From an optimization exercise on the open Yosys and OpenROAD flow, aimed at small area; shortcuts taken in it are not production practice.
Only simulation tests tie the RTL to the original design; equivalence was not proved.
No activity file was given, so power comes from the tool's default toggle rates.

**flow/constraint.sdc**
```tcl
create_clock -name core_clock -period 10.0 [get_ports {tx_clock}]
set_input_delay 2.0000 -clock core_clock [delete_from_list [all_inputs] [get_ports {tx_clock}]]
set_output_delay 2.0000 -clock core_clock [all_outputs]
set_load 0.01 [all_outputs]
```
**flow/standard.sh**
```bash
#!/bin/bash
# synth_recipe.tcl (not shown) runs the flow's synth.tcl, then flattens the netlist and writes it again
# the make line also repeats each setting of config.mk as NAME=value (left out here)
make -C /OpenROAD-flow-scripts/flow DESIGN_CONFIG=/design/flow/config.mk WORK_HOME=/design/flow/orfs CLKGATE_MAP_FILE= SYNTH_SCRIPT=/design/flow/synth_recipe.tcl "${@:-finish}"
```
**flow/flow/run.sh**
```bash
#!/bin/bash
# The standard layout (standard.sh) with these changes:
#  - synthesis maps the logic with an area-oriented abc script and leaves
#    adders to abc instead of half/full-adder cells (registers are mapped
#    before either step, so they are the standard synthesis's registers)
#  - each port gets the smallest buffer, sky130_fd_sc_hd__buf_1
#  - the clock tree uses clkbuf_8 and no dummy loads
set -euo pipefail
rm -rf scripts
cp -r "$FLOW_HOME/scripts" scripts
cp flow/abc_area.script scripts/abc_speed.script
export SCRIPTS_DIR="$PWD/scripts"
export ADDER_MAP_FILE=
export BUFFER_PORTS_ARGS="-buffer_cell sky130_fd_sc_hd__buf_1"
export CTS_ARGS="-sink_clustering_enable -repair_clock_nets -dont_use_dummy_load -buf_list sky130_fd_sc_hd__clkbuf_8 -sink_clustering_size 30 -sink_clustering_max_diameter 100 -sink_buffer_max_cap_derate 1.0"
bash standard.sh > standard.log 2>&1
```
**flow/flow/abc_area.script**
```
&get -n
&st
&dch
&nf -R 1000
&put
```
**flow/config.mk**
```make
export PLATFORM = sky130hd
export DESIGN_NAME = network_tx
export DESIGN_NICKNAME = network_tx
export VERILOG_FILES = /design/flow/design.v
export SDC_FILE = /design/flow/constraint.sdc
export NUM_CORES = 4
export LEC_CHECK = 0
export CAP_MARGIN = 20
export CORE_MARGIN = 2
export CORE_UTILIZATION = 40
export SLEW_MARGIN = 20
```
**flow/design.v**
```verilog
package net_tx_pkg;
  typedef logic [7:0]  byte_t;       
  typedef logic [47:0] mac_addr_t;   
  typedef logic [31:0] ip_addr_t;    
  typedef logic [15:0] port_t;       
  typedef logic [15:0] length_t;     
  typedef enum logic [1:0] {SEQ_IDLE, SEQ_READY, SEQ_START, SEQ_BUSY} seq_state_t;
  typedef enum logic [2:0] {
    MAC_IDLE,
    MAC_PREAMBLE,
    MAC_HEADER,
    MAC_PAYLOAD,
    MAC_FCS
  } mac_state_t;
  typedef enum logic [1:0] {IP_IDLE, IP_HEADER, IP_PAYLOAD} ip_state_t;
  localparam byte_t       PREAMBLE_BYTE    = 8'h55;
  localparam byte_t       SFD_BYTE         = 8'hD5;
  localparam int          PREAMBLE_LEN     = 8;      
  localparam int          MAC_HEADER_LEN   = 14;     
  localparam logic [15:0] ETHERTYPE_IPV4   = 16'h0800;
  localparam int          FCS_LEN          = 4;
  localparam logic [31:0] CRC_POLY         = 32'hEDB88320;   
  localparam logic [31:0] CRC_RESIDUE_INIT = 32'hFFFFFFFF;
  localparam int          IFG_LEN          = 12;     
  localparam int          IP_HEADER_LEN  = 20;
  localparam byte_t       IP_TTL         = 8'd128;
  localparam byte_t       IP_PROTO_UDP   = 8'd17;
  localparam logic [15:0] IP_FLAGS_DF    = 16'h4000;   
  localparam int          UDP_HEADER_LEN = 8;
  localparam port_t       LOCAL_PORT     = 16'd1024;
  localparam int MIN_PAYLOAD = 18;
  localparam int MAX_PAYLOAD = 1472;
endpackage
`timescale 1ns/1ps
module network_tx (
  input  logic        tx_clock,
  input  logic        rst,
  input  logic        udp_tx_request,
  input  logic [15:0] udp_tx_length,
  input  logic [7:0]  udp_tx_data,
  output logic        udp_tx_enable,
  output logic        udp_tx_active,
  input  logic        run,
  input  logic [47:0] local_mac,
  input  logic [31:0] local_ip,
  input  logic [47:0] dest_mac,
  input  logic [31:0] dest_ip,
  input  logic [15:0] dest_port,
  output logic [7:0]  phy_txd,
  output logic        phy_tx_en
);
  logic [6:0]  p;
  logic [10:0] pc;         
  logic [47:0] tx_dest_mac;
  logic [31:0] tx_dest_ip;
  logic [15:0] tx_dest_port;
  logic [7:0]  pay_q;      
  logic [31:0] crc_q;
  logic [31:0] crc_n;
  logic [15:0] acc;        
  logic        acc_c;      
  logic        acc_g;      
  logic [7:0]  m;          
  logic [7:0]  cd;         
  logic [7:0]  cb;         
  logic [7:0]  ipb;        
  logic [10:0] sl;         
  logic        fcs, crc_g;
  assign sl = pc + 11'd53 + {9'd0, (p > 7'd35), 1'b0} + {10'd0, (p == 7'd31) || (p == 7'd53)};
  always_ff @(posedge tx_clock) begin
    if (rst) p <= '0;
    else if (p == 7'd0) p <= udp_tx_request ? 7'd4 : 7'd0;
    else if (p == 7'd56) p <= (pc == 11'd1998) ? 7'd57 : 7'd56;
    else if (p == 7'd74) p <= '0;
    else p <= p + 7'd1;
  end
  always_ff @(posedge tx_clock) begin
    if (p == 7'd4) pc <= udp_tx_length[10:0];
    else pc <= pc - 11'd1;
  end
  assign udp_tx_enable = (p == 7'd5);
  assign udp_tx_active = (p == 7'd55) || (p == 7'd56 && pc != 11'd1998);
  always_ff @(posedge tx_clock) begin
    if (!run) begin
      tx_dest_mac  <= dest_mac;
      tx_dest_ip   <= dest_ip;
      tx_dest_port <= dest_port;
    end
  end
  always_ff @(posedge tx_clock) pay_q <= udp_tx_data;
  always_comb begin
    case (p[4:0])
      5'd8: ipb = local_ip[31:24];
      5'd9: ipb = local_ip[23:16];
      5'd10: ipb = local_ip[15:8];
      5'd11: ipb = local_ip[7:0];
      5'd12: ipb = tx_dest_ip[31:24];
      5'd13: ipb = tx_dest_ip[23:16];
      5'd14: ipb = tx_dest_ip[15:8];
      5'd15: ipb = tx_dest_ip[7:0];
      default: ipb = 8'h00;
    endcase
  end
  always_comb begin
    if (p == 7'd4) cb = 8'h05;
    else if (p == 7'd5) cb = 8'h12;
    else if (p >= 7'd8 && p <= 7'd15) cb = ipb;
    else if (p == 7'd30 || p == 7'd31) cb = m;
    else cb = 8'h00;
  end
  assign acc_g = (p > 7'd5);
  always_ff @(posedge tx_clock) begin
    {acc_c, acc[15:8]} <= {1'b0, acc[7:0] & {8{acc_g}}} + {1'b0, cb} + {8'd0, acc_c & acc_g};
    acc[7:0] <= acc[15:8];
  end
  always_comb begin
    case (p)
      7'd14: m = tx_dest_mac[47:40];
      7'd15: m = tx_dest_mac[39:32];
      7'd16: m = tx_dest_mac[31:24];
      7'd17: m = tx_dest_mac[23:16];
      7'd18: m = tx_dest_mac[15:8];
      7'd19: m = tx_dest_mac[7:0];
      7'd20: m = local_mac[47:40];
      7'd21: m = local_mac[39:32];
      7'd22: m = local_mac[31:24];
      7'd23: m = local_mac[23:16];
      7'd24: m = local_mac[15:8];
      7'd25: m = local_mac[7:0];
      7'd26: m = 8'h08;
      7'd28: m = 8'h45;
      7'd30: m = {5'd0, sl[10:8]};
      7'd31: m = sl[7:0];
      7'd34: m = 8'h40;
      7'd36: m = 8'h80;
      7'd37: m = 8'h11;
      7'd38, 7'd39: m = ~acc[7:0];
      7'd40, 7'd41, 7'd42, 7'd43, 7'd44, 7'd45, 7'd46, 7'd47: m = ipb;
      7'd48: m = 8'h04;
      7'd50: m = tx_dest_port[15:8];
      7'd51: m = tx_dest_port[7:0];
      7'd52: m = {5'd0, sl[10:8]};
      7'd53: m = sl[7:0];
      7'd56: m = pay_q;
      default: m = 8'h00;
    endcase
  end
  always_comb begin
    case (p)
      7'd10: cd = 8'h62;
      7'd11: cd = 8'h81;
      7'd12: cd = 8'h90;
      7'd13: cd = 8'hD9;
      default: cd = m;
    endcase
  end
  assign fcs   = (p >= 7'd57) && (p <= 7'd60);
  assign crc_g = !fcs && !((p >= 7'd10) && (p <= 7'd13));
  crc32_byte crc_inst (.c(crc_q), .g(crc_g), .d(cd), .n(crc_n));
  always_ff @(posedge tx_clock) crc_q <= crc_n;
  always_ff @(posedge tx_clock) begin
    if (p >= 7'd6 && p <= 7'd12) phy_txd <= 8'h55;
    else if (p == 7'd13) phy_txd <= 8'hD5;
    else if (fcs) phy_txd <= ~crc_q[7:0];
    else phy_txd <= m;
  end
  assign phy_tx_en = (p >= 7'd7) && (p <= 7'd61);
endmodule
module crc32_byte (
  input  logic [31:0] c,
  input  logic        g,
  input  logic [7:0]  d,
  output logic [31:0] n
);
  logic [7:0] x;
  assign x = (c[7:0] & {8{g}}) ^ d;
  wire s0 = x[0] ^ x[5];
  wire s1 = x[2] ^ x[3];
  wire s2 = x[1] ^ x[7];
  wire s3 = x[6] ^ s1;
  wire s4 = x[4] ^ x[7];
  wire s5 = x[6] ^ s0;
  wire s6 = x[1] ^ x[2];
  wire s7 = x[0] ^ x[4];
  wire s8 = x[1] ^ s0;
  wire s9 = x[6] ^ s2;
  wire s10 = x[3] ^ x[4];
  wire s11 = x[3] ^ s4;
  wire s12 = x[6] ^ s11;
  wire s13 = x[4] ^ s5;
  wire s14 = x[2] ^ s4;
  wire s15 = s2 ^ s10;
  wire s16 = x[5] ^ s3;
  assign n[0] = x[2] ^ c[8];
  assign n[1] = x[0] ^ x[3] ^ c[9];
  assign n[2] = x[1] ^ c[10] ^ s7;
  assign n[3] = x[5] ^ c[11] ^ s6;
  assign n[4] = x[0] ^ c[12] ^ s3;
  assign n[5] = c[13] ^ s15;
  assign n[6] = x[4] ^ x[5] ^ c[14];
  assign n[7] = c[15] ^ s5;
  assign n[8] = c[16] ^ s9;
  assign n[9] = x[7] ^ c[17];
  assign n[10] = x[2] ^ c[18];
  assign n[11] = x[3] ^ c[19];
  assign n[12] = c[20] ^ s7;
  assign n[13] = c[21] ^ s8;
  assign n[14] = x[6] ^ c[22] ^ s6;
  assign n[15] = x[7] ^ c[23] ^ s1;
  assign n[16] = c[24] ^ s1 ^ s7;
  assign n[17] = c[25] ^ s8 ^ s10;
  assign n[18] = c[26] ^ s6 ^ s13;
  assign n[19] = c[27] ^ s2 ^ s16;
  assign n[20] = c[28] ^ s12;
  assign n[21] = x[5] ^ c[29] ^ s14;
  assign n[22] = c[30] ^ s16;
  assign n[23] = c[31] ^ s12;
  assign n[24] = s0 ^ s14;
  assign n[25] = s3 ^ s8;
  assign n[26] = s2 ^ s3 ^ s7;
  assign n[27] = x[5] ^ s15;
  assign n[28] = s13;
  assign n[29] = s2 ^ s5;
  assign n[30] = x[0] ^ s9;
  assign n[31] = s2;
endmodule
```
==> results of run 1 <==
-- final cells by class --
type	instances	area, µm²
Fill cell	1820	9710
Clock buffer	17	234
Timing Repair Buffer	221	875
Inverter	4	16.3
Sequential cell	179	4540
Multi-Input combinational cell	494	3100
Tap cell	234	293
-- cell families after synthesis --
group	after synthesis
mux	1
simple gates	220
buf+inv	4
compound gates	181
flops	179
xor+xnor	92
-- worst max-delay path: stages (launching register included) --
cell and delay [ns]:
dfxtp_1 0.39, nor2_1 0.51, nand2_1 0.35, nor2_1 0.26, a21o_1 0.18, nor2_1 0.05
o21ai_0 0.18, or2_0 0.19, and2_0 0.25, or3_1 0.21, nor2b_1 0.35, nand3_1 0.14
xor2_1 0.14, o21ai_0 0.10, a211oi_1 0.28, nand4_1 0.13, nor2_1 0.34, xor2_1 0.64
xor2_1 0.43, xor2_1 0.47, xor2_1 0.30, xnor2_1 0.16
-- sequential cells by signal, summed over array words and instances, names as in the netlist, 7 cells and up --
| signal | cells |
|---|---|
| pc | 11 |
| acc | 16 |
| phy_txd | 8 |
| tx_dest_port | 16 |
| tx_dest_ip | 32 |
| pay_q | 8 |
| p | 7 |
| crc_q | 32 |
| tx_dest_mac | 48 |
-- cell usage in the layout, fill, tap and decap left out, types with 7 or more instances in the layout --
master / count
a221oi_1: 15
nand3_1: 17
xnor2_1: 48
o21ai_0: 32
a21oi_1: 35
a22o_1: 13
edfxtp_1: 96
nor3_1: 16
nor2_1: 48
a21o_1: 7
a22oi_1: 33
xor2_1: 44
nand4_1: 16
buf_4: 12
o22ai_1: 7
buf_1: 209
clkbuf_8: 17
nand2_1: 82
dfxtp_1: 83
a222oi_1: 11
-- power groups by stage --
stage,Clock [mW],Combinational (mW),Sequential [mW]
after detailed placement,0,0.644,1.04
after CTS,0.380,0.650,1.02
after floorplan,0,0.519,1.02
final,0.371,0.641,1.02
after global placement,0,0.633,1.03
after global routing,0.410,0.727,1.04
-- worst min path at each step --
stage	start	slack, ns	to	cells past startpoint
after floorplan	acc[8]	0.31	acc[0]	0
after global placement	acc[12]	0.31	acc[4]	0
after detailed placement	acc[11]	0.31	acc[3]	0
after CTS	acc[9]	0.31	acc[1]	0
after global routing	acc[9]	0.32	acc[1]	0
final	acc[9]	0.31	acc[1]	0
-- metal layers --
layer	wire length, µm	up-vias	track usage, %
li1	-	3030	-
met1	9490	2943	29.8
met2	10300	293	35.9
met3	1630	38	4.85
met4	716	0	8.39
met5	0	-	0
==> notes.md, run 1 <==
* Die area at between 0.02 and 0.025 mm²
* Routed wire length at approximately 22000 µm
* DRC Markers at 0
* CP Max Fanout at 10
* # rows at 50
* Root buffer cell: clkbuf_8
* Synth cell types at 42
* CTS clk-pin slew, worst paths at around 0.080 ns
* Req. time, crit path at about 10 ns
* Starting DRT DRC Count at 473
* Setup slack at placement at 3.96 ns
* Area leader, netlist: edfxtp_1
* Unrepaired setup endpoints after global routing: false
* Syn nets at between 800 and 900
* TritonCTS Buffers at 17
* Maximum clock frequency at ~160 MHz
* Most frequent cell after synthesis: edfxtp_1
* Sw Ratio at between 30% and 40%
* WP data arrival at 6.50 ns
* Vias per cell at about 5.5
* Status: finished clean
* Yosys reg bits at 179
* Worst R2R Path Depth at 21
* Max Slew Vio Count at 0
* Net Sw Power at 0.645 mW
* Synth Area in XOR/XNOR at between 10% and 20%
* Setup TNS Final at 0 ns
* Vias in the first global route at 6106
* TritonCTS clock tree: yes
* Starting Density at between 40% and 50%
* Slew headroom at 33.3%
* Clk sinks at 179
* Complex-gate fraction of the synthesized area at 16.4%
* Nets at 1121
* Mean Syn Cell Area at 11.3 µm²
* Total power at 2.04 mW
* Crit path kind: register to register
* Core Region at 0.0188 mm²
* Initial antenna violation count at 0
* Grt ovf at 0
* Hold WC Path Type: register to register
* Utilization after layout at ~48%
* Final worst setup slack at 3.88 ns
* Critical path endpoint: crc_q[19]
* Cells taking the most area after synthesis: edfxtp_1 38%, dfxtp_1 22%, xnor2_1 5.5%, xor2_1 5.0%, nand2_1 4.0%
* Ys async rst share at 0%
* Chip height at 142 µm
* Post-cts sizing count at 0
* Port Buffer Count at approximately 210
* Static Leak at 3.07 nW
* Critical path endpoint category: register
* Post-layout minimum cycle time at 6.12 ns
* Worst reg2reg setup slack at 3.88 ns
* Area Growth Syn to Fin at 18.4%
* Post-Place Cells at ~1100
* Number of diodes at 0
* Post-CTS Repair Setup Buffers at 0
* Mapped cell area at approximately 0.0077 mm²
* WHS at 0.308 ns
* Drt pass-1 iters at 8
* Yosys top cell area share at between 30% and 40%
* All-Layer GR Usage at 22.3%
* Post-route ant nets at 0
* Max-cap viol count at 0
* Area post-placement at 0.00882 mm²
* Mux cell area share after synthesis at less than 1%
* Worst-margin pin slew at 1.00 ns
* Combinational power share at a little under a third
* I/O Pins at 215
* Sequential cell fraction of total power at 50.3%
* Fin cells at 1149
* Routability cong. at 0.925
* Cell Int Power at between 1 and 1.5 mW
* Post-Synth Adder-Cell Area at 0%
* Clk Latency, worst-skew pair at between 0.4 and 0.5 ns
* Chip width at 142 µm
* Post-DP HPWL at 16800 µm
* Ys flop type: edfxtp_1
* Crit Reg-Reg Endpoint: crc_q[19]
* Fin. Hold Viols at 0
* Fin area at 0.00906 mm²
* Critical Path Source: p[6]
* Largest net degree at the start of global routing at 60
* Vias at 6304
* Clock Skew at 0.0393 ns
* Main combinational cell family by area after synthesis: compound AO/OA/AOI/OAI gates
* Post-DR wirelength/cell at between 15 and 20 µm
* Share of cells above drive strength 1 at 3.39%
* Yosys warning total at 1
* Final setup violation count at 0
* Post-synthesis simple-gate area fraction at 13.3%
* Reg-to-reg startpoint: p[6]
* Global-route wire length before repair at 33500 µm
* Commonest cells post-synth: 96 x edfxtp_1, 83 x dfxtp_1, 82 x nand2_1
* Post-CTS Hold Buffers at 0
* Syn Inst Count at 677
* Max clock buf depth at 2
* Power Dens Cells at around 220 mW/mm²
* Worst Setup Start Kind: register
* H-Tree Depth at 4
* Crit share post-route at 61.2%
* Post-synth EDFFs at 96
* Clk pwr share at 18.2%
* IR Drop Worst-Case VDD at 0.134 mV
* Seq/Total Area, Yosys at between 50% and 60%
==> run 2: changes to the inputs <==
--- a/flow/flow/run.sh
+++ b/flow/flow/run.sh
@@ -14,3 +14,3 @@
 export BUFFER_PORTS_ARGS="-buffer_cell sky130_fd_sc_hd__buf_1"
-export CTS_ARGS="-sink_clustering_enable -repair_clock_nets -dont_use_dummy_load -buf_list sky130_fd_sc_hd__clkbuf_8 -sink_clustering_size 30 -sink_clustering_max_diameter 100 -sink_buffer_max_cap_derate 1.0"
+export CTS_ARGS="-sink_clustering_enable -repair_clock_nets -dont_use_dummy_load -buf_list sky130_fd_sc_hd__clkbuf_8"
 bash standard.sh > standard.log 2>&1
==> notes.md, run 2 <==
* Power Dens Cells at 225 mW/mm² (unchanged)
* WHS at 0.308 ns (unchanged)
* Mean Syn Cell Area at 11.3 µm² (unchanged)
* Worst Setup Start Kind: register (unchanged)
* Crit-path slowest cell: xor2_1 (unchanged)
* Fin. Hold Viols at 0 (unchanged)
* Chip width at 142 µm (unchanged)
* Grt ovf at 0 (unchanged)
* Die area at 0.0203 mm² (unchanged)
* Synth cell types at 42 (unchanged)
* Most common cell after layout, fill and taps aside: buf_1 (unchanged)
* Area post-placement at 0.00882 mm² (unchanged)
* Max Slew Vio Count at 0 (unchanged)
* Post-layout minimum cycle time at 6.12 ns (unchanged)
* Post-DP HPWL at 16800 µm (unchanged)
* Hold WC Path Type: register to register (unchanged)
* Starting DRT DRC Count at 473 (unchanged)
* Status: finished clean (unchanged)
* Post-route ant nets at 0 (unchanged)
* Total power at 2.04 mW (unchanged)
* WP data arrival at 6.50 ns (about the same)
* Root buffer cell: clkbuf_8 (unchanged)
* Ys flop type: edfxtp_1 (unchanged)
* TritonCTS clock tree: yes (unchanged)
* # rows at 50 (unchanged)
* Drt pass-1 iters at 8 (unchanged)
* Hold depth at 0 (unchanged)
* Yosys reg bits at 179 (unchanged)
* Slew headroom at 33.3% (unchanged)
* Crit path largest cell delay at 0.64 ns (about the same)
* Most frequent cells in the layout: 209 x buf_1, 96 x edfxtp_1, 83 x dfxtp_1 (unchanged)
* Crit path kind: register to register (unchanged)
* Cells taking the most area after synthesis: edfxtp_1 38%, dfxtp_1 22%, xnor2_1 5.5%, xor2_1 5.0%, nand2_1 4.0% (unchanged)
* CP cell instances: nor2_1 > nand2_1 > nor2_1 > a21o_1 > nor2_1 > o21ai_0 > or2_0 > and2_0 > or3_1 > nor2b_1 > nand3_1 > xor2_1 > o21ai_0 > a211oi_1 > nand4_1 > nor2_1 > xor2_1 > xor2_1 > xor2_1 > xor2_1 > xnor2_1 (unchanged)
* Mapped cell area at 0.00765 mm² (unchanged)
* Utilization after layout at 48.3% (unchanged)
* Seq/Total Area, Yosys at 59.4% (unchanged)
* Fin area at 0.00906 mm² (unchanged)
* Worst R2R Path Depth at 21 (unchanged)
* Unrepaired setup endpoints after global routing: false (unchanged)
* H-Tree Depth at 4 (unchanged)
* All-Layer GR Usage at 22.3% (unchanged)
* Ys async rst share at 0% (unchanged)
* Area Growth Syn to Fin at 18.4% (unchanged)
* Syn Inst Count at 677 (unchanged)
* Post-DR wirelength/cell at 19.3 µm (unchanged)
* Setup TNS Final at 0 ns (unchanged)
* Req. time, crit path at 10.38 ns (about the same)
* Nets at 1121 (unchanged)
* Hold path start: acc[9] (unchanged)
* Vias in the first global route at 6106 (unchanged)
* Area leader, netlist: edfxtp_1 (unchanged)
* Crit Reg-Reg Endpoint: crc_q[19] (unchanged)
* Port Buffer Count at 209 (unchanged)
* Yosys top cell area share at 37.7% (unchanged)
* Starting Density at 40.8% (unchanged)
* Critical path endpoint category: register (unchanged)
* Clk sinks at 179 (unchanged)
* Worst reg2reg setup slack at 3.88 ns (about the same)
* Post-synth EDFFs at 96 (unchanged)
* Largest net degree at the start of global routing at 60 (unchanged)
* Core Region at 0.0188 mm² (unchanged)
* Final setup violation count at 0 (unchanged)
* Vias at 6304 (unchanged)
* DRC Markers at 0 (unchanged)
* Clock Skew at 0.0393 ns (unchanged)
* Share of cells above drive strength 1 at 3.39% (unchanged)
* End of the worst hold path: acc[1] (unchanged)
* Max-cap viol count at 0 (unchanged)
* Max reg flops at 48 (unchanged)
* Clk Latency, worst-skew pair at 0.46 ns (about the same)
* Top reg by flops: tx_dest_mac (unchanged)
* Post-CTS Hold Buffers at 0 (unchanged)
* Largest regs: tx_dest_mac (48), crc_q (32), tx_dest_ip (32) (unchanged)
* IR Drop Worst-Case VDD at 0.134 mV (unchanged)
* CP Max Fanout at 10 (unchanged)
* Crit path top cell by count: xor2_1 (unchanged)
* Number of diodes at 0 (unchanged)
* Reg-to-reg startpoint: p[6] (unchanged)
* Commonest cells post-synth: 96 x edfxtp_1, 83 x dfxtp_1, 82 x nand2_1 (unchanged)
* Initial antenna violation count at 0 (unchanged)
* CTS clk-pin slew, worst paths at 0.08 ns (about the same)
* Vias per cell at 5.49 (unchanged)
* Routability cong. at 0.925 (unchanged)
* TritonCTS Buffers at 17 (unchanged)
* Critical Path Source: p[6] (unchanged)
* Most frequent cell after synthesis: edfxtp_1 (unchanged)
* Chip height at 142 µm (unchanged)
* Post-cts sizing count at 0 (unchanged)
* Filler cells at 1820 (unchanged)
* Routed wire length at 22200 µm (unchanged)
* Yosys warning total at 1 (unchanged)
* Max clock buf depth at 2 (unchanged)
* Syn nets at 881 (unchanged)
* Static Leak at 3.07 nW (unchanged)
* Worst-margin pin slew at 1.00 ns (unchanged)
* Maximum clock frequency at 163 MHz (unchanged)
* Crit share post-route at 61.2% (unchanged)
* Global-route wire length before repair at 33500 µm (unchanged)
* Post-CTS Repair Setup Buffers at 0 (unchanged)
* I/O Pins at 215 (unchanged)
==> run 2: cell counts after synthesis <==
No cell type changed its count.
==> run 2: final cells by class <==
type | count | area [µm²] | share of cell area [%]
inverters | 4 | 16.3 | 0.180
flip-flops and latches | 179 | 4540 | 50.2
multi-input cells | 494 | 3100 | 34.2
clock buffers | 17 | 234 | 2.58
repair buffers | 221 | 875 | 9.65
well taps | 234 | 293 | 3.23
==> run 2: cells by family after synthesis <==
kind of cell	share of synthesized area (%)
simple gates	13.3
compound gates	16.4
flops	59.4
xor+xnor	10.5
buf+inv	0.196
mux	0.131
==> run 2: critical path: cells and delay by family (launching register included) <==
kind	cells	cell delay, ns
simple gates	11	2.78
compound gates	4	0.74
flops	1	0.39
xor+xnor	6	2.14
==> run 2: worst max-delay path by stage <==
stage	endpoint	slack (ns)
2_1_floorplan	tx_dest_ip[0]	5.27
3_3_place_gp	crc_q[18]	4.02
3_5_place_dp	crc_q[22]	3.96
4_1_cts	crc_q[19]	3.94
5_1_grt	crc_q[19]	3.30
6_report	crc_q[19]	3.88
==> run 2: report_power, final <==
part,leakage [nW],total (mW),internal (mW),switching [mW]
registers,1.63,1.02,0.937,0.0869
clock network,0.122,0.371,0.150,0.221
logic,1.32,0.641,0.304,0.337
total,3.07,2.04,1.39,0.645
==> run 2: metrics by stage <==
stage / worst slack, ns / std cells
after global routing: 3.30 / 1149
after global placement: 4.02 / 1132
after CTS: 3.94 / 1149
after floorplan: 5.27 / 677
after detailed placement: 3.96 / 1132
final: 3.88 / 1149
==> run 2: layer usage <==
layer	vias to the layer above	GRT usage [%]	part of all wire, %
met3	38	4.85	7.3
met5	-	0	0
met4	0	8.39	3.2
met2	293	35.9	47
met1	2943	29.8	43
li1	3030	-	-
==> run 3: changes to the inputs <==
--- a/flow/design.v
+++ b/flow/design.v
@@ -56,3 +56,2 @@
   logic [15:0] tx_dest_port;
-  logic [7:0]  pay_q;      
   logic [31:0] crc_q;
@@ -66,2 +65,3 @@
   logic [7:0]  ipb;        
+  logic [7:0]  macb;       
   logic [10:0] sl;         
@@ -89,3 +89,2 @@
   end
-  always_ff @(posedge tx_clock) pay_q <= udp_tx_data;
   always_comb begin
@@ -104,2 +103,18 @@
   always_comb begin
+    case (p[3:0])
+      4'd14: macb = tx_dest_mac[47:40];
+      4'd15: macb = tx_dest_mac[39:32];
+      4'd0: macb = tx_dest_mac[31:24];
+      4'd1: macb = tx_dest_mac[23:16];
+      4'd2: macb = tx_dest_mac[15:8];
+      4'd3: macb = tx_dest_mac[7:0];
+      4'd4: macb = local_mac[47:40];
+      4'd5: macb = local_mac[39:32];
+      4'd6: macb = local_mac[31:24];
+      4'd7: macb = local_mac[23:16];
+      4'd8: macb = local_mac[15:8];
+      default: macb = local_mac[7:0];
+    endcase
+  end
+  always_comb begin
     if (p == 7'd4) cb = 8'h05;
@@ -108,5 +123,6 @@
     else if (p == 7'd30 || p == 7'd31) cb = m;
+    else if (p >= 7'd55) cb = udp_tx_data;
     else cb = 8'h00;
   end
-  assign acc_g = (p > 7'd5);
+  assign acc_g = (p > 7'd5) && (p < 7'd55);
   always_ff @(posedge tx_clock) begin
@@ -117,14 +133,3 @@
     case (p)
-      7'd14: m = tx_dest_mac[47:40];
-      7'd15: m = tx_dest_mac[39:32];
-      7'd16: m = tx_dest_mac[31:24];
-      7'd17: m = tx_dest_mac[23:16];
-      7'd18: m = tx_dest_mac[15:8];
-      7'd19: m = tx_dest_mac[7:0];
-      7'd20: m = local_mac[47:40];
-      7'd21: m = local_mac[39:32];
-      7'd22: m = local_mac[31:24];
-      7'd23: m = local_mac[23:16];
-      7'd24: m = local_mac[15:8];
-      7'd25: m = local_mac[7:0];
+      7'd14, 7'd15, 7'd16, 7'd17, 7'd18, 7'd19, 7'd20, 7'd21, 7'd22, 7'd23, 7'd24, 7'd25: m = macb;
       7'd26: m = 8'h08;
@@ -143,3 +148,3 @@
       7'd53: m = sl[7:0];
-      7'd56: m = pay_q;
+      7'd56: m = acc[15:8];
       default: m = 8'h00;
--- a/flow/flow/run.sh
+++ b/flow/flow/run.sh
@@ -14,2 +14,3 @@
 export BUFFER_PORTS_ARGS="-buffer_cell sky130_fd_sc_hd__buf_1"
+export DONT_USE_CELLS="sky130_fd_sc_hd__buf_4 sky130_fd_sc_hd__buf_6 sky130_fd_sc_hd__buf_8 sky130_fd_sc_hd__buf_12 sky130_fd_sc_hd__buf_16"
 export CTS_ARGS="-sink_clustering_enable -repair_clock_nets -dont_use_dummy_load -buf_list sky130_fd_sc_hd__clkbuf_8"
==> notes.md, run 3 <==
* Status: finished clean (unchanged)
* Post-cts sizing count at 0 (unchanged)
* Commonest cells post-synth: 96 x edfxtp_1, 75 x dfxtp_1, 70 x nand2_1 (was 96 x edfxtp_1, 83 x dfxtp_1, 82 x nand2_1)
* Share of cells above drive strength 1 at 3.78% (was 3.39%)
* Static Leak at 3.00 nW (was 3.07 nW)
* Clk sinks at 171 (was 179)
* Port Buffer Count at 209 (unchanged)
* Crit share post-route at 54.0% (was 61.2%)
* Largest regs: tx_dest_mac (48), crc_q (32), tx_dest_ip (32) (unchanged)
* H-Tree Depth at 4 (unchanged)
* Filler cells at 1824 (was 1820)
* Chip width at 141 µm (was 142 µm)
* Synth cell types at 40 (was 42)
* # rows at 50 (unchanged)
* Max-cap viol count at 0 (unchanged)
* IR Drop Worst-Case VDD at 0.137 mV (was 0.134 mV)
* Drt pass-1 iters at 7 (was 8)
* WP data arrival at 5.69 ns (was 6.50 ns)
* Yosys top cell area share at 38.2% (was 37.7%)
* Chip height at 141 µm (was 142 µm)
* Power Dens Cells at 230 mW/mm² (was 225 mW/mm²)
* Cells taking the most area after synthesis: edfxtp_1 38%, dfxtp_1 20%, xnor2_1 7.2%, a21oi_1 3.8%, xor2_1 3.7% (was edfxtp_1 38%, dfxtp_1 22%, xnor2_1 5.5%, xor2_1 5.0%, nand2_1 4.0%)
* Critical path endpoint category: register (unchanged)
* All-Layer GR Usage at 22.9% (was 22.3%)
* Most frequent cells in the layout: 209 x buf_1, 96 x edfxtp_1, 75 x dfxtp_1 (was 209 x buf_1, 96 x edfxtp_1, 83 x dfxtp_1)
* Post-layout minimum cycle time at 5.40 ns (was 6.12 ns)
* Top reg by flops: tx_dest_mac (unchanged)
* Post-CTS Repair Setup Buffers at 0 (unchanged)
* Req. time, crit path at 10.30 ns (was 10.38 ns)
* Global-route wire length before repair at 34400 µm (was 33500 µm)
* Clk Latency, worst-skew pair at 0.46 ns (about the same)
* Post-synth EDFFs at 96 (unchanged)
* DRC Markers at 0 (unchanged)
* Post-DP HPWL at 17200 µm (was 16800 µm)
* Worst R2R Path Depth at 23 (was 21)
* Setup slack at placement at 4.45 ns (was 3.96 ns)
* Fin. Hold Viols at 0 (unchanged)
* CP Max Fanout at 9 (was 10)
* Routed wire length at 22800 µm (was 22200 µm)
* Yosys warning total at 1 (unchanged)
* Worst reg2reg setup slack at 4.60 ns (was 3.88 ns)
* Core Region at 0.0186 mm² (was 0.0188 mm²)
* Yosys reg bits at 171 (was 179)
* Vias at 6381 (was 6304)
* Die area at 0.0200 mm² (was 0.0203 mm²)
* CTS clk-pin slew, worst paths at 0.06 ns (was 0.08 ns)
* Routability cong. at 0.913 (was 0.925)
* Hold WC Path Type: register to register (unchanged)
* Max clock buf depth at 2 (unchanged)
* Crit path kind: register to register (unchanged)
* Worst Setup Start Kind: register (unchanged)
* Area Growth Syn to Fin at 19.0% (was 18.4%)
* Starting Density at 40.5% (was 40.8%)
* Seq/Total Area, Yosys at 58.0% (was 59.4%)
* Syn nets at 889 (was 881)
* Max Slew Vio Count at 0 (unchanged)
* Post-route ant nets at 0 (unchanged)
* Worst-margin pin slew at 1.07 ns (was 1.00 ns)
* Starting DRT DRC Count at 598 (was 473)
* TritonCTS Buffers at 17 (unchanged)
* Number of diodes at 0 (unchanged)
* Initial antenna violation count at 0 (unchanged)
* Slew headroom at 28.5% (was 33.3%)
* Final worst setup slack at 4.60 ns (was 3.88 ns)
* Most common cell after layout, fill and taps aside: buf_1 (unchanged)
* Vias in the first global route at 6254 (was 6106)
* Clock Skew at 0.0353 ns (was 0.0393 ns)
* Vias per cell at 5.50 (was 5.49)
* Ys flop type: edfxtp_1 (unchanged)
* Syn Inst Count at 685 (was 677)
* Final setup violation count at 0 (unchanged)
* Maximum clock frequency at 185 MHz (was 163 MHz)
* Hold depth at 0 (unchanged)
* Ys async rst share at 0% (unchanged)
* Nets at 1132 (was 1121)
* Most frequent cell after synthesis: edfxtp_1 (unchanged)
* Grt ovf at 0 (unchanged)
* Unrepaired setup endpoints after global routing: false (unchanged)
* Post-DR wirelength/cell at 19.7 µm (was 19.3 µm)
* I/O Pins at 215 (unchanged)
* Setup TNS Final at 0 ns (unchanged)
* Mapped cell area at 0.00756 mm² (was 0.00765 mm²)
* TritonCTS clock tree: yes (unchanged)
* Mean Syn Cell Area at 11.0 µm² (was 11.3 µm²)
* Largest net degree at the start of global routing at 97 (was 60)
* Max reg flops at 48 (unchanged)
* Root buffer cell: clkbuf_8 (unchanged)
* Post-CTS Hold Buffers at 0 (unchanged)
* Area leader, netlist: edfxtp_1 (unchanged)
[run 3: cell count changes after synthesis, sizes merged, moves of 8 or more]
cell / change
a21oi: +22
dfxtp: -8
nor3: +10
nand2: -12
a22oi: -11
xnor2: +14
xor2: -12
[run 3: per-layer routing]
metal  global-route usage (%)  wire length (µm)
met1                     29.8              9720
met2                     35.9             10400
met3                     6.85              1980
met4                     9.32               692
met5                        0                 0
[run 3: layout make-up]
cell class / count / area, µm² / share of cell area [%]
sequential: 171 / 4380 / 48.8
multi-input combinational: 506 / 3150 / 35.0
timing repair buffer: 224 / 901 / 10.0
tap: 234 / 293 / 3.26
clock buffer: 17 / 234 / 2.60
inverter: 8 / 31.3 / 0.348
[run 3: worst paths after layout]
| check | from | end |
|---|---|---|
| max reg2reg | p[6] | acc[15] |
| min reg2reg | acc[13] | acc[5] |
| min | acc[13] | acc[5] |
| max | p[6] | acc[15] |
[run 3: cells by family (layout without fill, tap and decap cells)]
family          after synthesis  count (layout)  synth area share, %
compound gates              191             191                 17.0
xor+xnor                     94              94                 10.9
fa+ha+maj                     1               1                0.132
buf+inv                       8             249                0.397
flops                       171             171                 58.0
simple gates                220             220                 13.5
[run 3: worst max-delay path: stages, from the launching register on]
cell and delay (ns):
dfxtp_1 0.40, nor2_1 0.60, nor2_1 0.19, xnor2_1 0.20, or4b_1 0.46, o21ai_0 0.23
nor2_1 0.12, nor2_1 0.26, and3_1 0.24, xnor2_1 0.13, nor2_1 0.05, a21oi_1 0.14
nand3_1 0.09, nor2_1 0.32, nor2_1 0.07, a211oi_1 0.31, o21ai_0 0.19, xor2_1 0.34
clkinv_1 0.16, a21oi_1 0.19, o31ai_1 0.15, nand3_1 0.16, o211ai_1 0.12, xor2_1 0.16
[run 3: power by group]
part / total (mW) / switching [mW] / internal [mW]
logic: 0.717 / 0.379 / 0.338
clock network: 0.362 / 0.212 / 0.150
registers: 0.989 / 0.0855 / 0.903
[run 3: stage by stage]
step	area (µm²)	cells	hold slack (ns)	total power [mW]	util [%]
after floorplan	7560	685	0.331	1.55	-
after global placement	8750	1143	0.341	1.71	46.9
after detailed placement	8750	1143	0.346	1.72	46.9
after CTS	8990	1160	0.346	2.09	48.2
after global routing	8990	1160	0.349	2.19	48.2
final	8990	1160	0.349	2.07	48.2
==> run 4: changes to the inputs <==
--- a/flow/flow/run.sh
+++ b/flow/flow/run.sh
@@ -14,3 +14,2 @@
 export BUFFER_PORTS_ARGS="-buffer_cell sky130_fd_sc_hd__buf_1"
-export DONT_USE_CELLS="sky130_fd_sc_hd__buf_4 sky130_fd_sc_hd__buf_6 sky130_fd_sc_hd__buf_8 sky130_fd_sc_hd__buf_12 sky130_fd_sc_hd__buf_16"
 export CTS_ARGS="-sink_clustering_enable -repair_clock_nets -dont_use_dummy_load -buf_list sky130_fd_sc_hd__clkbuf_8"
==> notes.md, run 4 <==
* Status: finished clean (unchanged)
* Vias per cell at 5.50 (unchanged)
* Met1 Use GR at 29.8% (unchanged)
* Syn nets at 889 (unchanged)
* All-Layer GR Usage at 22.9% (unchanged)
* Total power at 2.07 mW (unchanged)
* IR Drop Worst-Case VDD at 0.137 mV (unchanged)
* Setup slack at placement at 4.45 ns (unchanged)
* Worst Setup Start Kind: register (unchanged)
* Die area at 0.0200 mm² (unchanged)
* Crit share post-route at 54.0% (unchanged)
* Power Dens Cells at 230 mW/mm² (unchanged)
* # rows at 50 (unchanged)
* Post-DR wirelength/cell at 19.7 µm (unchanged)
* GR Util met3 at 6.85% (unchanged)
* Synth Area in XOR/XNOR at 10.9% (unchanged)
* Post-DP HPWL at 17200 µm (unchanged)
* Post-layout minimum cycle time at 5.40 ns (unchanged)
* Complex-gate fraction of the synthesized area at 17.0% (unchanged)
* Drt pass-1 iters at 7 (unchanged)
* I/O Pins at 215 (unchanged)
* CTS clk-pin slew, worst paths at 0.06 ns (about the same)
* Initial antenna violation count at 0 (unchanged)
* Grt ovf at 0 (unchanged)
* Worst-margin pin slew at 1.07 ns (unchanged)
* Chip height at 141 µm (unchanged)
* Most frequent cells in the layout: 209 x buf_1, 96 x edfxtp_1, 75 x dfxtp_1 (unchanged)
* Slew headroom at 28.5% (unchanged)
* Area leader, netlist: edfxtp_1 (unchanged)
* Post-Synth Adder-Cell Area at 0.132% (unchanged)
* Area Growth Syn to Fin at 19.0% (unchanged)
* Post-synthesis simple-gate area fraction at 13.5% (unchanged)
* Filler cells at 1824 (unchanged)
* Number of diodes at 0 (unchanged)
* Crit path kind: register to register (unchanged)
* Post-route ant nets at 0 (unchanged)
* Seq/Total Area, Yosys at 58.0% (unchanged)
* Reg area at 0.00438 mm² (unchanged)
* Max reg flops at 48 (unchanged)
* Static Leak at 3.00 nW (unchanged)
* Final setup violation count at 0 (unchanged)
* Routed wire length at 22800 µm (unchanged)
* Cells taking the most area after synthesis: edfxtp_1 38%, dfxtp_1 20%, xnor2_1 7.2%, a21oi_1 3.8%, xor2_1 3.7% (unchanged)
* Max-cap viol count at 0 (unchanged)
* Root buffer cell: clkbuf_8 (unchanged)
* Maximum clock frequency at 185 MHz (unchanged)
* Ys async rst share at 0% (unchanged)
* H-Tree Depth at 4 (unchanged)
* Post-synth EDFFs at 96 (unchanged)
* Post-CTS Repair Setup Buffers at 0 (unchanged)
* Post-CTS Hold Buffers at 0 (unchanged)
* Port Buffer Count at 209 (unchanged)
* TritonCTS clock tree: yes (unchanged)
* Global-route wire length before repair at 34400 µm (unchanged)
* Yosys warning total at 1 (unchanged)
* Syn Inst Count at 685 (unchanged)
* Vias in the first global route at 6254 (unchanged)
* Area occupied by multi-input gates at 0.00315 mm² (unchanged)
* TritonCTS Buffers at 17 (unchanged)
* Setup TNS Final at 0 ns (unchanged)
* Most common cell after layout, fill and taps aside: buf_1 (unchanged)
* WP data arrival at 5.69 ns (about the same)
* Starting Density at 40.5% (unchanged)
* Grt met2 use at 35.9% (unchanged)
* Mux cell area share after synthesis at 0% (unchanged)
* GR peak layer: met2 (unchanged)
* Unrepaired setup endpoints after global routing: false (unchanged)
* Fin. Hold Viols at 0 (unchanged)
* Vias at 6381 (unchanged)
* Yosys top cell area share at 38.2% (unchanged)
* DRC Markers at 0 (unchanged)
* Main combinational cell family by area after synthesis: compound AO/OA/AOI/OAI gates (unchanged)
* Final worst setup slack at 4.60 ns (unchanged)
* Post-cts sizing count at 0 (unchanged)
* Clk Latency, worst-skew pair at 0.46 ns (about the same)
* Hold WC Path Type: register to register (unchanged)
* WHS at 0.349 ns (unchanged)
* Mean Syn Cell Area at 11.0 µm² (unchanged)
* Routability cong. at 0.913 (unchanged)
* Max Slew Vio Count at 0 (unchanged)
* Share of cells above drive strength 1 at 3.78% (unchanged)
* Ys flop type: edfxtp_1 (unchanged)
* CP Max Fanout at 9 (unchanged)
* Most frequent cell after synthesis: edfxtp_1 (unchanged)
* Nets at 1132 (unchanged)
* Max clock buf depth at 2 (unchanged)
* Synth cell types at 40 (unchanged)
* Chip width at 141 µm (unchanged)
* Commonest cells post-synth: 96 x edfxtp_1, 75 x dfxtp_1, 70 x nand2_1 (unchanged)
* Clock Skew at 0.0353 ns (unchanged)
* Largest regs: tx_dest_mac (48), crc_q (32), tx_dest_ip (32) (unchanged)
* Largest net degree at the start of global routing at 97 (unchanged)
* Critical path endpoint category: register (unchanged)
* Top reg by flops: tx_dest_mac (unchanged)
* Mapped cell area at 0.00756 mm² (unchanged)
* Core Region at 0.0186 mm² (unchanged)
* Yosys reg bits at 171 (unchanged)
* Clk sinks at 171 (unchanged)
* Req. time, crit path at 10.30 ns (about the same)
* Starting DRT DRC Count at 598 (unchanged)
## run 4: cell counts after synthesis
Identical to the previous run, type by type.
## run 4: final timing paths
path | start | to | slack, ns | cells after the start
setup / recovery | p[6] | acc[15] | 4.60 | 23
hold / removal | acc[13] | acc[5] | 0.35 | 0
setup reg to reg | p[6] | acc[15] | 4.60 | 23
hold reg to reg | acc[13] | acc[5] | 0.35 | 0
## run 4: through the flow
step | instance area [µm²] | cells | utilization (%)
final | 8990 | 1160 | 48.2
after global routing | 8990 | 1160 | 48.2
after CTS | 8990 | 1160 | 48.2
after detailed placement | 8750 | 1143 | 46.9
after global placement | 8750 | 1143 | 46.9
after floorplan | 7560 | 685 | -
## run 4: layout make-up
| class | instances | area share, % |
|---|---|---|
| Clock buffer | 17 | 2.60 |
| Inverter | 8 | 0.348 |
| Multi-Input combinational cell | 506 | 35.0 |
| Sequential cell | 171 | 48.8 |
| Tap cell | 234 | 3.26 |
| Timing Repair Buffer | 224 | 10.0 |
## run 4: worst max-delay path, stage by stage, from the launching register on
cell      delay [ns]
dfxtp_1         0.40
nor2_1          0.60
nor2_1          0.19
xnor2_1         0.20
or4b_1          0.46
o21ai_0         0.23
nor2_1          0.12
nor2_1          0.26
and3_1          0.24
xnor2_1         0.13
nor2_1          0.05
a21oi_1         0.14
nand3_1         0.09
nor2_1          0.32
nor2_1          0.07
a211oi_1        0.31
o21ai_0         0.19
xor2_1          0.34
clkinv_1        0.16
a21oi_1         0.19
o31ai_1         0.15
nand3_1         0.16
o211ai_1        0.12
xor2_1          0.16
## run 4: per-layer routing
metal	wire, µm	share of wire, %
met1	9720	43
met3	1980	8.7
met2	10400	46
met5	0	0
met4	692	3.0
## run 4: cells by family after synthesis
kind of cell,count (synthesis)
buffers and inverters,8
AOI/OAI and AO/OA,191
DFF,171
xor gates and xnor gates,94
and+or+nand+nor,220
adders and majority gates,1
## run 4: where the power goes
group          leakage, nW  switching (mW)  internal [mW]
registers             1.56          0.0855          0.903
clock network        0.122           0.212          0.150
logic                 1.32           0.379          0.338
total                 3.00           0.676           1.39
==> run 5: changes to the inputs <==
--- a/flow/design.v
+++ b/flow/design.v
@@ -68,8 +68,8 @@
   logic        fcs, crc_g;
-  assign sl = pc + 11'd53 + {9'd0, (p > 7'd35), 1'b0} + {10'd0, (p == 7'd31) || (p == 7'd53)};
+  assign sl = pc + ((p > 7'd37) ? 11'd56 : 11'd54) + {10'd0, (p == 7'd34) || (p == 7'd56)};
   always_ff @(posedge tx_clock) begin
     if (rst) p <= '0;
-    else if (p == 7'd0) p <= udp_tx_request ? 7'd4 : 7'd0;
-    else if (p == 7'd56) p <= (pc == 11'd1998) ? 7'd57 : 7'd56;
-    else if (p == 7'd74) p <= '0;
+    else if (p == 7'd0) p <= udp_tx_request ? 7'd6 : 7'd0;
+    else if (p == 7'd58) p <= (pc == 11'd1998) ? 7'd59 : 7'd58;
+    else if (p == 7'd76) p <= '0;
     else p <= p + 7'd1;
@@ -77,7 +77,7 @@
   always_ff @(posedge tx_clock) begin
-    if (p == 7'd4) pc <= udp_tx_length[10:0];
+    if (p == 7'd6) pc <= udp_tx_length[10:0];
     else pc <= pc - 11'd1;
   end
-  assign udp_tx_enable = (p == 7'd5);
-  assign udp_tx_active = (p == 7'd55) || (p == 7'd56 && pc != 11'd1998);
+  assign udp_tx_enable = (p == 7'd7);
+  assign udp_tx_active = (p == 7'd57) || (p == 7'd58 && pc != 11'd1998);
   always_ff @(posedge tx_clock) begin
@@ -91,10 +91,10 @@
     case (p[4:0])
-      5'd8: ipb = local_ip[31:24];
-      5'd9: ipb = local_ip[23:16];
-      5'd10: ipb = local_ip[15:8];
-      5'd11: ipb = local_ip[7:0];
-      5'd12: ipb = tx_dest_ip[31:24];
-      5'd13: ipb = tx_dest_ip[23:16];
-      5'd14: ipb = tx_dest_ip[15:8];
-      5'd15: ipb = tx_dest_ip[7:0];
+      5'd11: ipb = local_ip[31:24];
+      5'd12: ipb = local_ip[23:16];
+      5'd13: ipb = local_ip[15:8];
+      5'd14: ipb = local_ip[7:0];
+      5'd15: ipb = tx_dest_ip[31:24];
+      5'd16: ipb = tx_dest_ip[23:16];
+      5'd17: ipb = tx_dest_ip[15:8];
+      5'd18: ipb = tx_dest_ip[7:0];
       default: ipb = 8'h00;
@@ -104,13 +104,13 @@
     case (p[3:0])
-      4'd14: macb = tx_dest_mac[47:40];
-      4'd15: macb = tx_dest_mac[39:32];
-      4'd0: macb = tx_dest_mac[31:24];
-      4'd1: macb = tx_dest_mac[23:16];
-      4'd2: macb = tx_dest_mac[15:8];
-      4'd3: macb = tx_dest_mac[7:0];
-      4'd4: macb = local_mac[47:40];
-      4'd5: macb = local_mac[39:32];
-      4'd6: macb = local_mac[31:24];
-      4'd7: macb = local_mac[23:16];
-      4'd8: macb = local_mac[15:8];
+      4'd1: macb = tx_dest_mac[47:40];
+      4'd2: macb = tx_dest_mac[39:32];
+      4'd3: macb = tx_dest_mac[31:24];
+      4'd4: macb = tx_dest_mac[23:16];
+      4'd5: macb = tx_dest_mac[15:8];
+      4'd6: macb = tx_dest_mac[7:0];
+      4'd7: macb = local_mac[47:40];
+      4'd8: macb = local_mac[39:32];
+      4'd9: macb = local_mac[31:24];
+      4'd10: macb = local_mac[23:16];
+      4'd11: macb = local_mac[15:8];
       default: macb = local_mac[7:0];
@@ -119,10 +119,10 @@
   always_comb begin
-    if (p == 7'd4) cb = 8'h05;
-    else if (p == 7'd5) cb = 8'h12;
-    else if (p >= 7'd8 && p <= 7'd15) cb = ipb;
-    else if (p == 7'd30 || p == 7'd31) cb = m;
-    else if (p >= 7'd55) cb = udp_tx_data;
+    if (p == 7'd6) cb = 8'h12;
+    else if (p == 7'd7) cb = 8'h05;
+    else if (p >= 7'd11 && p <= 7'd18) cb = ipb;
+    else if (p == 7'd33 || p == 7'd34) cb = m;
+    else if (p >= 7'd57) cb = udp_tx_data;
     else cb = 8'h00;
   end
-  assign acc_g = (p > 7'd5) && (p < 7'd55);
+  assign acc_g = (p > 7'd7) && (p < 7'd56);
   always_ff @(posedge tx_clock) begin
@@ -133,18 +133,18 @@
     case (p)
-      7'd14, 7'd15, 7'd16, 7'd17, 7'd18, 7'd19, 7'd20, 7'd21, 7'd22, 7'd23, 7'd24, 7'd25: m = macb;
-      7'd26: m = 8'h08;
-      7'd28: m = 8'h45;
-      7'd30: m = {5'd0, sl[10:8]};
-      7'd31: m = sl[7:0];
-      7'd34: m = 8'h40;
-      7'd36: m = 8'h80;
-      7'd37: m = 8'h11;
-      7'd38, 7'd39: m = ~acc[7:0];
-      7'd40, 7'd41, 7'd42, 7'd43, 7'd44, 7'd45, 7'd46, 7'd47: m = ipb;
-      7'd48: m = 8'h04;
-      7'd50: m = tx_dest_port[15:8];
-      7'd51: m = tx_dest_port[7:0];
-      7'd52: m = {5'd0, sl[10:8]};
-      7'd53: m = sl[7:0];
-      7'd56: m = acc[15:8];
+      7'd17, 7'd18, 7'd19, 7'd20, 7'd21, 7'd22, 7'd23, 7'd24, 7'd25, 7'd26, 7'd27, 7'd28: m = macb;
+      7'd29: m = 8'h08;
+      7'd31: m = 8'h45;
+      7'd33: m = {5'd0, sl[10:8]};
+      7'd34: m = sl[7:0];
+      7'd37: m = 8'h40;
+      7'd39: m = 8'h80;
+      7'd40: m = 8'h11;
+      7'd41, 7'd42: m = ~acc[7:0];
+      7'd43, 7'd44, 7'd45, 7'd46, 7'd47, 7'd48, 7'd49, 7'd50: m = ipb;
+      7'd51: m = 8'h04;
+      7'd53: m = tx_dest_port[15:8];
+      7'd54: m = tx_dest_port[7:0];
+      7'd55: m = {5'd0, sl[10:8]};
+      7'd56: m = sl[7:0];
+      7'd58, 7'd59: m = acc[7:0];
       default: m = 8'h00;
@@ -154,6 +154,6 @@
     case (p)
-      7'd10: cd = 8'h62;
-      7'd11: cd = 8'h81;
-      7'd12: cd = 8'h90;
-      7'd13: cd = 8'hD9;
+      7'd13: cd = 8'h62;
+      7'd14: cd = 8'h81;
+      7'd15: cd = 8'h90;
+      7'd16: cd = 8'hD9;
       default: cd = m;
@@ -161,13 +161,13 @@
   end
-  assign fcs   = (p >= 7'd57) && (p <= 7'd60);
-  assign crc_g = !fcs && !((p >= 7'd10) && (p <= 7'd13));
+  assign fcs   = (p >= 7'd60) && (p <= 7'd63);
+  assign crc_g = !fcs && !((p >= 7'd13) && (p <= 7'd16));
   crc32_byte crc_inst (.c(crc_q), .g(crc_g), .d(cd), .n(crc_n));
   always_ff @(posedge tx_clock) crc_q <= crc_n;
-  always_ff @(posedge tx_clock) begin
-    if (p >= 7'd6 && p <= 7'd12) phy_txd <= 8'h55;
-    else if (p == 7'd13) phy_txd <= 8'hD5;
-    else if (fcs) phy_txd <= ~crc_q[7:0];
-    else phy_txd <= m;
-  end
-  assign phy_tx_en = (p >= 7'd7) && (p <= 7'd61);
+  always_comb begin
+    if (p >= 7'd9 && p <= 7'd15) phy_txd = 8'h55;
+    else if (p == 7'd16) phy_txd = 8'hD5;
+    else if (fcs) phy_txd = ~crc_q[7:0];
+    else phy_txd = m;
+  end
+  assign phy_tx_en = (p >= 7'd9) && (p <= 7'd63);
 endmodule
==> notes.md, run 5 <==
* TritonCTS clock tree: yes (unchanged)
* Total power at 2.15 mW (was 2.07 mW)
* Net Sw Power at 0.745 mW (was 0.676 mW)
* Routability cong. at 0.879 (was 0.913)
* Critical Path Source: p[3] (was p[6])
* Area Growth Syn to Fin at 19.5% (was 19.0%)
* Vias at 6412 (was 6381)
* Sw Ratio at 34.7% (was 32.7%)
* Hold WC Path Type: register to register (unchanged)
* Status: finished clean (unchanged)
* WP data arrival at 5.51 ns (was 5.69 ns)
* Cells taking the most area after synthesis: edfxtp_1 39%, dfxtp_1 18%, xnor2_1 6.3%, xor2_1 4.9%, nand2_1 3.2% (was edfxtp_1 38%, dfxtp_1 20%, xnor2_1 7.2%, a21oi_1 3.8%, xor2_1 3.7%)
* I/O Pins at 215 (unchanged)
* Filler cells at 1720 (was 1824)
* CP Max Fanout at 19 (was 9)
* Most frequent cell after synthesis: edfxtp_1 (unchanged)
* Post-CTS Hold Buffers at 0 (unchanged)
* Reg-to-reg startpoint: p[3] (was p[6])
* IR Drop Worst-Case VDD at 0.148 mV (was 0.137 mV)
* Post-synth EDFFs at 96 (unchanged)
* Drt pass-1 iters at 8 (was 7)
* Yosys warning total at 1 (unchanged)
* Ys flop type: edfxtp_1 (unchanged)
* Post-CTS Repair Setup Buffers at 0 (unchanged)
* Post-DP HPWL at 16800 µm (was 17200 µm)
* Yosys reg bits at 163 (was 171)
* Commonest cells post-synth: 96 x edfxtp_1, 67 x dfxtp_1, 63 x nand2_1 (was 96 x edfxtp_1, 75 x dfxtp_1, 70 x nand2_1)
* Max-cap viol count at 0 (unchanged)
* Cell Int Power at 1.40 mW (was 1.39 mW)
* Area leader, netlist: edfxtp_1 (unchanged)
* Crit Reg-Reg Endpoint: crc_q[22] (was acc[15])
* Share of cells above drive strength 1 at 4.16% (was 3.78%)
* Fin. Hold Viols at 0 (unchanged)
* Largest regs: tx_dest_mac (48), crc_q (32), tx_dest_ip (32) (unchanged)
* Combinational power share at 38.0% (was 34.7%)
* Sequential cell fraction of total power at 45.3% (was 47.8%)
* Number of diodes at 0 (unchanged)
* Final worst setup slack at 2.49 ns (was 4.60 ns)
* Routed wire length at 22600 µm (was 22800 µm)
* Chip width at 140 µm (was 141 µm)
* Setup TNS Final at 0 ns (unchanged)
* Largest net degree at the start of global routing at 57 (was 97)
* Vias per cell at 5.61 (was 5.50)
* Core Region at 0.0181 mm² (was 0.0186 mm²)
* Global-route wire length before repair at 34800 µm (was 34400 µm)
* # rows at 49 (was 50)
* Worst Setup Start Kind: register (unchanged)
* Clk sinks at 163 (was 171)
* Setup slack at placement at 3.15 ns (was 4.45 ns)
* Root buffer cell: clkbuf_8 (unchanged)
* Critical path endpoint: phy_txd[2] (was acc[15])
* H-Tree Depth at 4 (unchanged)
* Post-cts sizing count at 0 (unchanged)
* CTS clk-pin slew, worst paths at 0.07 ns (was 0.06 ns)
* Seq/Total Area, Yosys at 56.7% (was 58.0%)
* Grt ovf at 0 (unchanged)
* Port Buffer Count at 209 (unchanged)
* Ys async rst share at 0% (unchanged)
* Nets at 1119 (was 1132)
* Max reg flops at 48 (unchanged)
* Vias in the first global route at 6425 (was 6254)
* Maximum clock frequency at 133 MHz (was 185 MHz)
* Worst R2R Path Depth at 19 (was 23)
* Unrepaired setup endpoints after global routing: false (unchanged)
* Syn nets at 874 (was 889)
* Area post-placement at 0.00865 mm² (was 0.00875 mm²)
* Initial antenna violation count at 0 (unchanged)
* Worst-margin pin slew at 1.05 ns (was 1.07 ns)
* Most frequent cells in the layout: 209 x buf_1, 96 x edfxtp_1, 67 x dfxtp_1 (was 209 x buf_1, 96 x edfxtp_1, 75 x dfxtp_1)
* Die area at 0.0197 mm² (was 0.0200 mm²)
* Synth cell types at 44 (was 40)
* Static Leak at 3.04 nW (was 3.00 nW)
* Final setup violation count at 0 (unchanged)
* WHS at 0.327 ns (was 0.349 ns)
* Starting DRT DRC Count at 707 (was 598)
* Yosys top cell area share at 38.7% (was 38.2%)
* Post-route ant nets at 0 (unchanged)
* Req. time, crit path at 8.00 ns (was 10.30 ns)
* Critical path endpoint category: primary output (was register)
* Max Slew Vio Count at 0 (unchanged)
* Post-DR wirelength/cell at 19.8 µm (was 19.7 µm)
* TritonCTS Buffers at 17 (unchanged)
* Crit path kind: register to primary output (was register to register)
* Clock Skew at 0.0433 ns (was 0.0353 ns)
* Clk Latency, worst-skew pair at 0.47 ns (was 0.46 ns)
* DRC Markers at 0 (unchanged)
* Worst reg2reg setup slack at 3.49 ns (was 4.60 ns)
* Power Dens Cells at 241 mW/mm² (was 230 mW/mm²)
* Syn Inst Count at 670 (was 685)
* Fin area at 0.00890 mm² (was 0.00899 mm²)
* Top reg by flops: tx_dest_mac (unchanged)
* Crit share post-route at 75.1% (was 54.0%)
* Clk pwr share at 16.7% (was 17.5%)
* All-Layer GR Usage at 23.1% (was 22.9%)
* Most common cell after layout, fill and taps aside: buf_1 (unchanged)
* Post-layout minimum cycle time at 7.51 ns (was 5.40 ns)
* Max clock buf depth at 2 (unchanged)
* Starting Density at 41.0% (was 40.5%)
* Chip height at 140 µm (was 141 µm)
* Mapped cell area at 0.00745 mm² (was 0.00756 mm²)
* Slew headroom at 30.1% (was 28.5%)
* Mean Syn Cell Area at 11.1 µm² (was 11.0 µm²)
-- run 5: changes by cell type in the layout (fill, tap and decap cells not counted), moves of 7 or more --
| cell | before | now |
|---|---|---|
| a21oi_1 | 57 | 42 |
| nand4_1 | 18 | 5 |
| a222oi_1 | 11 | 23 |
| xor2_1 | 32 | 42 |
| dfxtp_1 | 75 | 67 |
| xnor2_1 | 62 | 54 |
| nand2_1 | 70 | 63 |
| nor3_1 | 26 | 19 |
-- run 5: per-stage QoR --
stage | utilization, % | cells
2_1_floorplan | - | 670
3_3_place_gp | 47.7 | 1125
3_5_place_dp | 47.7 | 1125
4_1_cts | 49.0 | 1142
5_1_grt | 49.0 | 1142
6_report | 49.0 | 1142
-- run 5: how the worst min path moves through the flow --
| stage | from | endpoint | slack [ns] | depth (start not counted) |
|---|---|---|---|---|
| 2_1_floorplan | acc[8] | acc[0] | 0.31 | 0 |
| 3_3_place_gp | acc[8] | acc[0] | 0.31 | 0 |
| 3_5_place_dp | acc[14] | acc[6] | 0.31 | 0 |
| 4_1_cts | acc[14] | acc[6] | 0.33 | 0 |
| 5_1_grt | acc[11] | acc[3] | 0.33 | 0 |
| 6_report | acc[14] | acc[6] | 0.33 | 0 |
-- run 5: area by class of cell --
| class | instances | area, µm² | share of cell area [%] |
|---|---|---|---|
| clock buffer | 17 | 234 | 2.63 |
| inverter | 6 | 23.8 | 0.267 |
| multi-input combinational | 501 | 3220 | 36.2 |
| sequential | 163 | 4220 | 47.5 |
| tap | 229 | 287 | 3.22 |
| timing repair buffer | 226 | 912 | 10.3 |
-- run 5: power by group through the flow --
stage               Clock, mW  Combinational (mW)  Sequential [mW]
floorplan                   0               0.641            0.959
global route            0.391               0.908            0.987
global placement            0               0.804            0.981
finish                  0.359               0.815            0.972
detailed placement          0               0.814            0.983
CTS                     0.369               0.820            0.969
-- run 5: routing by layer --
layer,track usage (%),wire length [µm],vias up
li1,-,-,3060
met1,29.9,9630,3031
met2,37.1,10400,278
met3,6.94,1970,43
met4,8.11,617,0
met5,0,0,-
-- run 5: cell families (layout without fill, tap and decap cells) --
family | count (synthesis) | after routing | share of synthesized area [%]
and+or+nand+nor | 211 | 211 | 13.2
AOI/OAI and AO/OA | 190 | 190 | 18.0
DFF | 163 | 163 | 56.7
xor gates and xnor gates | 96 | 96 | 11.3
buffers and inverters | 6 | 249 | 0.302
adders and majority gates | 2 | 2 | 0.269
muxes | 2 | 2 | 0.269
-- run 5: critical path, cell delays in order (launching register included) --
cell      delay (ns)
dfxtp_1         0.71
nand2b_1        0.36
nor2_1          0.28
nand2_1         0.15
nor3b_1         0.85
xor2_1          0.19
or2_0           0.30
o21a_1          0.22
o21ai_0         0.22
nor2_1          0.11
nor2_1          0.18
and2_0          0.24
nand2_1         0.09
xor2_1          0.16
o21ai_0         0.53
nor2_1          0.10
o21ai_0         0.18
buf_1           0.20
==> run 6: changes to the inputs <==
--- a/flow/flow/run.sh
+++ b/flow/flow/run.sh
@@ -2,3 +2,4 @@
 # The standard layout (standard.sh) with these changes:
-#  - synthesis maps the logic with an area-oriented abc script and leaves
+#  - synthesis maps the logic with an area-oriented abc script (deepsyn,
+#    then area-recovering mapping) and leaves
 #    adders to abc instead of half/full-adder cells (registers are mapped
==> flow/flow/abc_area.script (replaced) <==
&get -n
&st
&deepsyn -T 60
&dch
&nf -R 1000
&put
==> notes.md, run 6 <==
* Complex-gate fraction of the synthesized area at 17.3% (was 18.0%)
* Post-synth EDFFs at 96 (unchanged)
* Crit share post-route at 70.1% (was 75.1%)
* Most common cell after layout, fill and taps aside: buf_1 (unchanged)
* Clk Latency, worst-skew pair at 0.46 ns (was 0.47 ns)
* Post-route ant nets at 0 (unchanged)
* Yosys top cell area share at 39.7% (was 38.7%)
* Final setup violation count at 0 (unchanged)
* Static Leak at 2.91 nW (was 3.04 nW)
* Clock Skew at 0.0331 ns (was 0.0433 ns)
* Post-CTS Repair Setup Buffers at 0 (unchanged)
* Yosys reg bits at 163 (unchanged)
* Sequential cell fraction of total power at 45.9% (was 45.3%)
* Initial antenna violation count at 0 (unchanged)
* Max clock buf depth at 2 (unchanged)
* Fin area at 0.00870 mm² (was 0.00890 mm²)
* Ys flop type: edfxtp_1 (unchanged)
* Crit Reg-Reg Endpoint: acc_c (was crc_q[22])
* TritonCTS Buffers at 17 (unchanged)
* Post-DP HPWL at 17000 µm (was 16800 µm)
* Chip width at 139 µm (was 140 µm)
* CTS clk-pin slew, worst paths at 0.08 ns (was 0.07 ns)
* Clk pwr share at 16.8% (was 16.7%)
* Status: finished clean (unchanged)
* Die area at 0.0192 mm² (was 0.0197 mm²)
* Power Dens Cells at 244 mW/mm² (was 241 mW/mm²)
* Post-cts sizing count at 0 (unchanged)
* Syn Inst Count at 644 (was 670)
* Req. time, crit path at 10.38 ns (was 8.00 ns)
* Most frequent cell after synthesis: edfxtp_1 (unchanged)
* Net Sw Power at 0.738 mW (was 0.745 mW)
* Cell Int Power at 1.39 mW (was 1.40 mW)
* Filler cells at 1751 (was 1720)
* Final worst setup slack at 2.99 ns (was 2.49 ns)
* Max-cap viol count at 0 (unchanged)
* Mean Syn Cell Area at 11.3 µm² (was 11.1 µm²)
* Reg-to-reg startpoint: p[4] (was p[3])
* Global-route wire length before repair at 34400 µm (was 34800 µm)
* Core Region at 0.0179 mm² (was 0.0181 mm²)
* Utilization after layout at 48.6% (was 49.0%)
* Post-DR wirelength/cell at 20.2 µm (was 19.8 µm)
* IR Drop Worst-Case VDD at 0.112 mV (was 0.148 mV)
* Clk sinks at 163 (unchanged)
* Seq/Total Area, Yosys at 58.2% (was 56.7%)
* Setup TNS Final at 0 ns (unchanged)
* I/O Pins at 215 (unchanged)
* Worst R2R Path Depth at 24 (was 19)
* Maximum clock frequency at 143 MHz (was 133 MHz)
* # rows at 49 (unchanged)
* Setup slack at placement at 3.04 ns (was 3.15 ns)
* Critical path endpoint category: register (was primary output)
* Crit path kind: register to register (was register to primary output)
* Synth Area in XOR/XNOR at 9.90% (was 11.3%)
* Area post-placement at 0.00846 mm² (was 0.00865 mm²)
* H-Tree Depth at 4 (unchanged)
* Worst reg2reg setup slack at 2.99 ns (was 3.49 ns)
* Grt ovf at 0 (unchanged)
* Area Growth Syn to Fin at 19.9% (was 19.5%)
* Most frequent cells in the layout: 209 x buf_1, 96 x edfxtp_1, 67 x nor2_1, 67 x dfxtp_1, 55 x nand2_1 (was 209 x buf_1, 96 x edfxtp_1, 67 x dfxtp_1)
* Combinational power share at 37.3% (was 38.0%)
* Routed wire length at 22600 µm (about the same)
* Unrepaired setup endpoints after global routing: false (unchanged)
* All-Layer GR Usage at 23.4% (was 23.1%)
* Post-Synth Adder-Cell Area at 0.828% (was 0.269%)
* Critical Path Source: p[4] (was p[3])
* Fin. Hold Viols at 0 (unchanged)
* Vias in the first global route at 6073 (was 6425)
* Mapped cell area at 0.00726 mm² (was 0.00745 mm²)
* Max Slew Vio Count at 0 (unchanged)
* Area leader, netlist: edfxtp_1 (unchanged)
* Share of cells above drive strength 1 at 4.05% (was 4.16%)
## run 6: cell types whose count changed after synthesis, moves of 4 or more
cell      previous run  this run
a22oi_1             23        31
o21a_1               5         1
xor2_1              42        32
a21oi_1             42        30
nor2_1              57        67
xnor2_1             54        50
maj3_1               2         6
nand2_1             63        55
nor4_1              10         4
a221oi_1            16        12
## run 6: per-layer routing
| layer | part of all wire, % | global-route usage, % |
|---|---|---|
| met3 | 9.4 | 6.46 |
| met1 | 42 | 31.8 |
| met4 | 2.8 | 8.51 |
| met2 | 46 | 36.2 |
| met5 | 0 | 0 |
## run 6: cell families (layout without fill, tap and decap cells)
family / count (synthesis) / count (layout)
adder cells (fa/ha/maj): 6 / 6
buffers and inverters: 6 / 250
flip-flops: 163 / 163
AND/OR/NAND/NOR: 209 / 209
XOR/XNOR: 82 / 82
AO/OA/AOI/OAI: 177 / 177
multiplexers: 1 / 1
## run 6: power groups by stage
stage / Sequential [mW] / Clock (mW) / Combinational (mW)
2_1_floorplan: 0.959 / 0 / 0.611
3_5_place_dp: 0.988 / 0 / 0.797
6_report: 0.975 / 0.358 / 0.793
3_3_place_gp: 0.985 / 0 / 0.783
4_1_cts: 0.974 / 0.366 / 0.801
5_1_grt: 0.993 / 0.396 / 0.887
## run 6: cell type report
| cell class | count | area, µm² | share of cell area (%) |
|---|---|---|---|
| clock buffers | 17 | 234 | 2.69 |
| inverters | 6 | 23.8 | 0.273 |
| multi-input cells | 475 | 3010 | 34.6 |
| flip-flops and latches | 163 | 4220 | 48.6 |
| well taps | 229 | 287 | 3.29 |
| repair buffers | 227 | 920 | 10.6 |
## run 6: metrics by stage
| step | std cells | hold WS [ns] | total power, mW |
|---|---|---|---|
| floorplan | 644 | 0.310 | 1.57 |
| global placement | 1100 | 0.310 | 1.77 |
| detailed placement | 1100 | 0.314 | 1.78 |
| CTS | 1117 | 0.323 | 2.14 |
| global route | 1117 | 0.328 | 2.28 |
| finish | 1117 | 0.320 | 2.13 |
## run 6: how the worst max path moves through the flow
stage	end	depth (start not counted)
2_1_floorplan	acc_c	19
3_3_place_gp	acc_c	20
3_5_place_dp	acc_c	20
4_1_cts	acc_c	24
5_1_grt	acc_c	24
6_report	acc_c	24
## run 6: worst max-delay path: stages (launching register included)
cell and delay, ns:
dfxtp_1 0.80, clkinv_1 0.48, or2_0 0.39, nor2_1 0.29, a21oi_1 0.20, a21oi_1 0.22, a41o_1 0.16, or3_1 0.16
and3_1 0.22, nor2_1 0.05, o311a_1 0.36, o211ai_1 0.31, maj3_1 0.25, o21ai_0 0.11, a21oi_1 0.24, a21oi_1 0.14
maj3_1 0.41, maj3_1 0.39, xnor2_1 0.25, nand3_1 0.10, and2_0 0.20, maj3_1 0.41, maj3_1 0.40, maj3_1 0.36
clkinv_1 0.05

Check on run 6: ideal ports give 2.989 ns setup slack; a clkbuf_16 on the clock port and buf_2 on the inputs give 2.989 ns; moving port delays by the midpoint clock arrival (0.480 ns) as well gives 2.974 ns.
